Context: an optimization exercise on an open-source flow, tuned for small area, a short achievable clock period and few clock cycles per item. The choices shown serve that exercise and are no tape-out recipe. No run shown here included a check of the RTL's function; only the layout flow was run. Power and IR drop assume default switching activity.

==> flow/design.v (outline; a module is shown in full before it is edited, if it fits) <==
// module iter_multiplier: 1222 lines
module iter_multiplier (
    input  logic        clk,
    input  logic        rst_n,
    input  logic        mul_start,
    input  logic [63:0] a,
    input  logic [63:0] b,
    input  logic [1:0]  op,
    input  logic        word,
    input  logic        next,
    output logic [63:0] mul_result,
    output logic        mul_ok,
    output logic        busy
);
  // ...
==> flow/flow/run.sh <==
#!/bin/bash
set -e
export BUFFER_PORTS_ARGS="-buffer_cell sky130_fd_sc_hd__buf_2"
bash standard.sh > standard.log 2>&1
==> flow/standard.sh <==
#!/bin/bash
# synth_recipe.tcl (not shown) runs the flow's synth.tcl, then flattens the netlist and writes it again
# the make line also repeats each setting of config.mk as NAME=value (left out here)
make -C /OpenROAD-flow-scripts/flow DESIGN_CONFIG=/design/flow/config.mk WORK_HOME=/design/flow/orfs CLKGATE_MAP_FILE= SYNTH_SCRIPT=/design/flow/synth_recipe.tcl "${@:-finish}"
==> flow/config.mk <==
export PLATFORM = sky130hd
export DESIGN_NAME = iter_multiplier
export DESIGN_NICKNAME = iter_multiplier
export VERILOG_FILES = /design/flow/design.v
export SDC_FILE = /design/flow/constraint.sdc
export NUM_CORES = 4
export LEC_CHECK = 0
export CAP_MARGIN = 20
export CORE_MARGIN = 2
export CORE_UTILIZATION = 40
export SETUP_SLACK_MARGIN = 4.7
export SLEW_MARGIN = 20
==> flow/constraint.sdc <==
create_clock -name core_clock -period 7.5 [get_ports {clk}]
set_input_delay 1.5000 -clock core_clock [delete_from_list [all_inputs] [get_ports {clk}]]
set_output_delay 1.5000 -clock core_clock [all_outputs]
set_load 0.01 [all_outputs]
==> summary.txt, run 1 <==
sequential share of cell area=26.9%; Synth Area in Adders=24.5%; Area Overhead vs Synth=19.4%; reg2reg end=b_q[59]; CTS Buffer Depth=3; Hold EP=cnt_q[0]; Setup Skew=0.0369 ns; sequential element share of the synthesized area=31.7%; syn avg cell area=10.1 µm²; num tapcells=855; Seq cells=336; fraction of area in multi-input gates=55.4%; hold_sp=cnt_q[0]; Mapped Cells=2581; P_comb=0.00810 W; Port-buffer cells=200; syn_nets=3065; status=no timing/DRC/antenna violations; Final Util=48.2%; Placed Cells=3428; critical path endpoint category=flip-flop; Worst-Margin Slew=0.911 ns; CP Data Required Time=7.82 ns; largest cells by area after synthesis=fa_1 20%, edfxtp_1 17%, dfxtp_1 14%; H-tree levels=2; routed len/inst=24.1 µm
==> run 2, diff against run 1 <==
--- a/flow/design.v
+++ b/flow/design.v
@@ -43,36 +43,32 @@
             neg_d[i] = e[2];
         end
     end
     wire [66:0] ax = {a64_q, a64_q, a64_q, a_q};
     wire [66:0] ax2 = {ax[65:0], 1'b0};
     logic [66:0] e0, e1, e2, e3;
     always_comb begin
         logic [66:0] p0, p1, p2, p3;
-        for (int j = 0; j < 67; j++) begin
-            int q;
-            q = (j < 17) ? 0 : (j < 34) ? 1 : (j < 51) ? 2 : 3;
-            p0[j] = (one_s_q[q][0] & ax[j] | two_s_q[q][0] & ax2[j]) ^ neg_s_q[q][0];
-        end
-        for (int j = 0; j < 67; j++) begin
-            int q;
-            q = (j < 17) ? 0 : (j < 34) ? 1 : (j < 51) ? 2 : 3;
-            p1[j] = (one_s_q[q][1] & ax[j] | two_s_q[q][1] & ax2[j]) ^ neg_s_q[q][1];
-        end
-        for (int j = 0; j < 67; j++) begin
-            int q;
-            q = (j < 17) ? 0 : (j < 34) ? 1 : (j < 51) ? 2 : 3;
-            p2[j] = (one_s_q[q][2] & ax[j] | two_s_q[q][2] & ax2[j]) ^ neg_s_q[q][2];
-        end
-        for (int j = 0; j < 67; j++) begin
-            int q;
-            q = (j < 17) ? 0 : (j < 34) ? 1 : (j < 51) ? 2 : 3;
-            p3[j] = (one_s_q[q][3] & ax[j] | two_s_q[q][3] & ax2[j]) ^ neg_s_q[q][3];
-        end
+        p0 = {({16{one_s_q[3][0]}} & ax[66:51] | {16{two_s_q[3][0]}} & ax2[66:51]) ^ {16{neg_s_q[3][0]}},
+              ({17{one_s_q[2][0]}} & ax[50:34] | {17{two_s_q[2][0]}} & ax2[50:34]) ^ {17{neg_s_q[2][0]}},
+              ({17{one_s_q[1][0]}} & ax[33:17] | {17{two_s_q[1][0]}} & ax2[33:17]) ^ {17{neg_s_q[1][0]}},
+              ({17{one_s_q[0][0]}} & ax[16:0] | {17{two_s_q[0][0]}} & ax2[16:0]) ^ {17{neg_s_q[0][0]}}};
+        p1 = {({16{one_s_q[3][1]}} & ax[66:51] | {16{two_s_q[3][1]}} & ax2[66:51]) ^ {16{neg_s_q[3][1]}},
+              ({17{one_s_q[2][1]}} & ax[50:34] | {17{two_s_q[2][1]}} & ax2[50:34]) ^ {17{neg_s_q[2][1]}},
+              ({17{one_s_q[1][1]}} & ax[33:17] | {17{two_s_q[1][1]}} & ax2[33:17]) ^ {17{neg_s_q[1][1]}},
+              ({17{one_s_q[0][1]}} & ax[16:0] | {17{two_s_q[0][1]}} & ax2[16:0]) ^ {17{neg_s_q[0][1]}}};
+        p2 = {({16{one_s_q[3][2]}} & ax[66:51] | {16{two_s_q[3][2]}} & ax2[66:51]) ^ {16{neg_s_q[3][2]}},
+              ({17{one_s_q[2][2]}} & ax[50:34] | {17{two_s_q[2][2]}} & ax2[50:34]) ^ {17{neg_s_q[2][2]}},
+              ({17{one_s_q[1][2]}} & ax[33:17] | {17{two_s_q[1][2]}} & ax2[33:17]) ^ {17{neg_s_q[1][2]}},
+              ({17{one_s_q[0][2]}} & ax[16:0] | {17{two_s_q[0][2]}} & ax2[16:0]) ^ {17{neg_s_q[0][2]}}};
+        p3 = {({16{one_s_q[3][3]}} & ax[66:51] | {16{two_s_q[3][3]}} & ax2[66:51]) ^ {16{neg_s_q[3][3]}},
+              ({17{one_s_q[2][3]}} & ax[50:34] | {17{two_s_q[2][3]}} & ax2[50:34]) ^ {17{neg_s_q[2][3]}},
+              ({17{one_s_q[1][3]}} & ax[33:17] | {17{two_s_q[1][3]}} & ax2[33:17]) ^ {17{neg_s_q[1][3]}},
+              ({17{one_s_q[0][3]}} & ax[16:0] | {17{two_s_q[0][3]}} & ax2[16:0]) ^ {17{neg_s_q[0][3]}}};
         e0 = {~p0[66], p0[65:0]};
         e1 = {~p1[66], p1[65:0]};
         e2 = {~p2[66], p2[65:0]};
         e3 = {~p3[66], p3[65:0]};
     end
     wire [74:0] ts, tc;
     wire fs0 = s_q[7] ^ c_q[7];
     wire fc0 = s_q[7] & c_q[7];
@@ -1131,32 +1127,27 @@
     assign hhc[27] = hhg4_26;
     assign hhc[28] = hhg4_27;
     assign hhc[29] = hhg4_28;
     assign hhc[30] = hhg4_29;
     assign hhc[31] = hhg4_30;
     assign hhc[32] = hhg4_31;
     wire [31:0] hh = hhp ^ hhc[31:0];
     wire c32 = hlc[32];
-    logic [63:0] b_d;
+    logic [63:0] b_d, b_e, b_sh;
     always_comb begin
-        b_d = b_q;
-        if (idle) begin
-            b_d = b;
-        end else if (inc_q) begin
-            b_d[63:32] = b_q[63:32] + 32'd1;
-        end else if (busy_q) begin
-            if (fix_q && fixop_q) begin
-                b_d = {hh, hl};
-            end else begin
-                b_d = {low9[7:0], b_q[63:8]};
-                if (word_q) b_d[31:24] = low9[7:0];
-                if (word_q && fix_q) b_d[63:32] = {32{low9[7]}};
-            end
-        end
+        b_e = b_q;
+        if (idle) b_e = b;
+        else if (inc_q) b_e[63:32] = b_q[63:32] + 32'd1;
+        b_sh = {low9[7:0], b_q[63:8]};
+        if (word_q) b_sh[31:24] = low9[7:0];
+        if (word_q && fix_q) b_sh[63:32] = {32{low9[7]}};
+        if (fix_q && fixop_q) b_d = {hh, hl};
+        else if (busy_q && !inc_q) b_d = b_sh;
+        else b_d = b_e;
     end
     wire last = word_q ? (cnt_q == 3'd3) : (cnt_q == 3'd7);
     always_ff @(posedge clk) begin
         b_q <= b_d;
         if (idle) begin
             a_q     <= a;
             a64_q   <= a64_in;
             b64_q   <= b_sgn_in & b[63];
@@ -1164,21 +1155,21 @@
             c_q     <= {(b[0] & !a64_in) ? 3'b011 : 3'b100, 64'b0};
             cy_q    <= b[0];
             cnt_q   <= 3'd0;
             word_q  <= word;
             fixop_q <= !word && (op != 2'b00);
         end else begin
             s_q    <= ts[74:8];
             c_q    <= tc[74:8];
-            lo_s_q <= ts[7:0];
-            lo_c_q <= tc[7:0];
             if (cnt_q != 3'd0 || fix_q) cy_q <= low9[8];
             cnt_q <= cnt_q + 3'd1;
         end
+        lo_s_q <= ts[7:0];    
+        lo_c_q <= tc[7:0];
         one_s_q[0] <= one_d;
         two_s_q[0] <= two_d;
         neg_s_q[0] <= neg_d;
         one_s_q[1] <= (calc && last) ? 4'b0 : one_d;
         two_s_q[1] <= (calc && last) ? 4'b0 : two_d;
         neg_s_q[1] <= (calc && last) ? 4'b0 : neg_d;
         one_s_q[2] <= fix_q ? 4'b0 : one_d;
         two_s_q[2] <= fix_q ? 4'b0 : two_d;
==> flow/config.mk (replaced) <==
export PLATFORM = sky130hd
export DESIGN_NAME = iter_multiplier
export DESIGN_NICKNAME = iter_multiplier
export VERILOG_FILES = /design/flow/design.v
export SDC_FILE = /design/flow/constraint.sdc
export NUM_CORES = 4
export LEC_CHECK = 0
export CAP_MARGIN = 20
export CORE_MARGIN = 2
export CORE_UTILIZATION = 40
export CTS_CLUSTER_DIAMETER = 60
export CTS_CLUSTER_SIZE = 24
export PLACE_DENSITY = 0.8
export SETUP_SLACK_MARGIN = 4.5
export SLEW_MARGIN = 20
==> run 2 against run 1 <==
  * Cell area is 6.3% lower
  * Die area fell by 0.22%
  * Sequential power increased by 12%
  * Utilization down 2.9 points
  * Global-route usage down 2.2 points
  * Clock power fell by about 20%
  * Largest power group unchanged
  * Wire length is 8.8% lower
  * Fmax is 0.84% higher
  * Count of clock-buffer cells in the layout decreased by 16
  * Synthesized cell count grew 0.35%
  * Worst setup slack better by 0.025 ns
  * Still clean
  * Highest routed layer unchanged
  * Area after synthesis down 0.22%
==> summary.txt, run 2 <==
Via Count=20400 (was 21000); most frequent cells in the layout=264 x fa_1, 257 x a22oi_1, 231 x xor2_1 (was 259 x fa_1, 248 x a22oi_1, 233 x xor2_1); # clock sinks=336 (unchanged); initial antenna violation count=12 (was 5); TritonCTS clock tree=yes (unchanged); HP Class=flip-flop to flip-flop (unchanged); hold_sp=c_q[0] (was cnt_q[0]); Synth Flop Type=dfxtp_1 (unchanged); status=no timing/DRC/antenna violations (unchanged); endpoints failing setup=0 (unchanged); critical path endpoint category=flip-flop (unchanged); Leak=11.6 nW (was 12.4 nW); CTS root buffer=clkbuf_16 (unchanged); GPL Wtd Cong=0.955 (was 0.965); Synth Register Bits=336 (unchanged); Largest register FFs=67 (unchanged); syn_nets=3074 (was 3065); biggest regs=c_q (67), s_q (65) (unchanged); cell area after synthesis=0.0259 mm² (was 0.0260 mm²); GRT overflow=0 (unchanged); endpoints failing hold=0 (unchanged); Arr. time, crit path=3.37 ns (was 3.34 ns); Yosys top cell by area=fa_1 (unchanged); Via density=5.79 (was 5.75); Die Y=259 µm (about the same); row cnt=93 (unchanged); setup repair after global routing missed its margin=yes (unchanged); setup TNS=0 ns (unchanged); later-pin clock latency in the skew report=0.63 ns (was 0.61 ns); CP Data Required Time=7.87 ns (was 7.82 ns); H-tree levels=1 (was 2); Reg area=0.00815 mm² (was 0.00834 mm²); path depth of the worst reg2reg path=9 (was 12); Worst-Margin Slew=0.972 ns (was 0.911 ns); setup slack, reg-to-reg=4.50 ns (was 4.48 ns); hold_buf cts=0 (unchanged); die area=0.0669 mm² (was 0.0670 mm²); Hold EP=lo_c_q[0] (was cnt_q[0]); IO Pins=201 (unchanged); initial drt markers=2421 (was 2057); layout cells sized above 1=16.0% (was 23.5%); DRC=0 (unchanged); VDD IR max=265 µV (was 195 µV); multi-input logic area=0.0166 mm² (was 0.0172 mm²); sequential element share of the synthesized area=31.2% (was 31.7%); Placed Cells=3420 (was 3428); overall routing resource usage=23.4% (was 25.6%); DP HPWL=58500 µm (was 62700 µm); worst rel slew slack=35.2% (was 38.0%); period utilization=39.9% (was 40.3%); vias in the first global route=20300 (was 21300); Mapped Cells=2590 (was 2581); Final Non-Filler Cells=3522 (was 3648); Largest Register=c_q (unchanged); hold depth=0 (was 1); commonest non-fill, non-tap cell in the layout=fa_1 (unchanged); Max Slew Vio Count=0 (unchanged); synth unique cells=78 (was 72); CTS Buffer Depth=3 (unchanged); CP max FO=5 (unchanged); Synth Warn #=1 (unchanged); largest cells by area after synthesis=fa_1 21%, edfxtp_1 15%, dfxtp_1 15% (was fa_1 20%, edfxtp_1 17%, dfxtp_1 14%); Max Cap Violations=0 (unchanged); min cycle time layout=3.00 ns (was 3.02 ns); Die W=259 µm (about the same); clock-pin slew on the worst setup and hold paths=0.09 ns (was 0.06 ns); first-pass GRT wire length=122000 µm (was 130000 µm); Post-synth EDFFs=133 (was 149); ANT nets after route=0 (unchanged); Starting Density=40.4% (about the same); syn avg cell area=10.0 µm² (was 10.1 µm²); Final Util=45.2% (was 48.2%); fraction of registers with async set or reset after synthesis=1.19% (unchanged); CTS buffer count=31 (was 42); drt first pass iters=6 (was 8); Port-buffer cells=200 (unchanged); Tot Pwr=0.0142 W (was 0.0133 W); Final #Nets=3121 (was 3242); crit path launch type=flip-flop (unchanged); Core Region=0.0642 mm² (was 0.0643 mm²); routed len/inst=22.7 µm (was 24.1 µm); reg2reg end=b_q[21] (was b_q[59]); commonest cells in the netlist=266 x fa_1, 257 x a22oi_1, 233 x xor2_1 (was 266 x fa_1, 265 x a22oi_1, 238 x xor2_1); Max Fclk=0.334 GHz (was 0.331 GHz); worst r2r src=c_q[7] (was s_q[32]); largest net degree at the start of global routing=115 (was 157); Area Overhead vs Synth=12.1% (was 19.4%); power per cell area=490 mW/mm² (was 428 mW/mm²); share of the synthesized area in the top cell type=20.5% (about the same); most instantiated library cell after synthesis=fa_1 (unchanged); routed wire length=80100 µm (was 87800 µm); WS Path Type=flip-flop to flip-flop (unchanged); Setup Skew=0.0444 ns (was 0.0369 ns); # fillers=5886 (was 5867)
## run 2: layout make-up
type / instances / share of cell area (%)
Timing Repair Buffer: 243 / 4.83
Sequential cell: 336 / 28.1
Inverter: 194 / 2.56
Antenna cell: 6 / 0.0517
Clock inverter: 19 / 0.784
Tap cell: 855 / 3.68
Multi-Input combinational cell: 1831 / 57.0
Clock buffer: 38 / 3.01
## run 2: timing repair
item	CTS	global route
setup endpoints to repair	221	161
gates resized for setup	39	85
pin swaps	2	32
cloned	2	2
setup buffers	3	32
## run 2: cells by family after synthesis
group / after synthesis / share of synthesized area [%]
xor+xnor: 357 / 12.1
flops: 336 / 31.2
simple gates: 497 / 9.22
buf+inv: 425 / 6.35
fa+ha+maj: 349 / 24.6
compound gates: 611 / 16.1
mux: 15 / 0.579
## run 2: worst max path at each step
stage                      startpoint  slack, ns  endpoint
after floorplan           neg_s_q[12]       4.55   c_q[44]
after global placement           ok_q       4.12   b_q[57]
after CTS                  neg_s_q[6]       4.51   s_q[20]
after global routing           c_q[5]       4.42   b_q[24]
final                          c_q[7]       4.50   b_q[21]
after detailed placement         ok_q       4.06   b_q[45]
## run 2: routing by layer
metal	vias up	GRT usage, %	routed length [µm]
met2	1242	35.2	35000
met1	10000	31.0	30200
met3	210	7.25	10600
met5	-	0	75
li1	8912	-	-
met4	12	10.4	4150
## run 2: worst max-delay path, cell delays in order (launching register included)
cell and delay (ns):
dfxtp_1 0.31, ha_2 0.40, nand4_1 0.17, or3_4 0.39, o21ai_4 0.26, a31oi_4 0.17, o311a_1 0.41, xnor2_1 0.20
nor2_1 0.06, a31oi_1 0.37
## run 2: metrics by stage
stage	worst slack [ns]	hold slack [ns]	instance area, µm²
floorplan	4.55	0.355	25900
global placement	4.12	0.365	27200
detailed placement	4.06	0.379	27200
CTS	4.51	0.388	28400
global route	4.42	0.394	29000
finish	4.50	0.382	29100
## run 2: power breakdown
group | switching [W] | internal (W)
clock | 0.000852 | 0.000882
combinational | 0.00508 | 0.00405
sequential | 0.000829 | 0.00254
total | 0.00677 | 0.00747

[afterwards: timing with drivers on the ports]
The results above use ideal ports. As a check the final layouts listed here were re-extracted and re-timed, cells and wires unchanged. Step 1, drivers: a clkbuf_16 drives clk and a buf_2 each remaining input, both assumed. Step 2 also shifts input and output timing later by t, the mid clock arrival at the registers, as if the neighbouring blocks saw the same clock. a / b / c = ideal / step 1 / step 2; a / b = the first two.
run | t, ns | slack for setup (ns) | worst hold slack (ns) | latest minus earliest clock arrival (ns)
run 1 | 0.655 | 4.480 / 4.480 / 4.212 | 0.455 / 0.455 / 0.455 | 0.041 / 0.041
run 2 | 0.666 | 4.505 / 4.444 / 4.207 | 0.382 / 0.382 / 0.382 | 0.048 / 0.048
After both steps setup and hold are still met in every run listed. For run 2, which loses most, drivers alone change the setup slack by -0.061 ns; drivers and shift together by -0.298 ns.
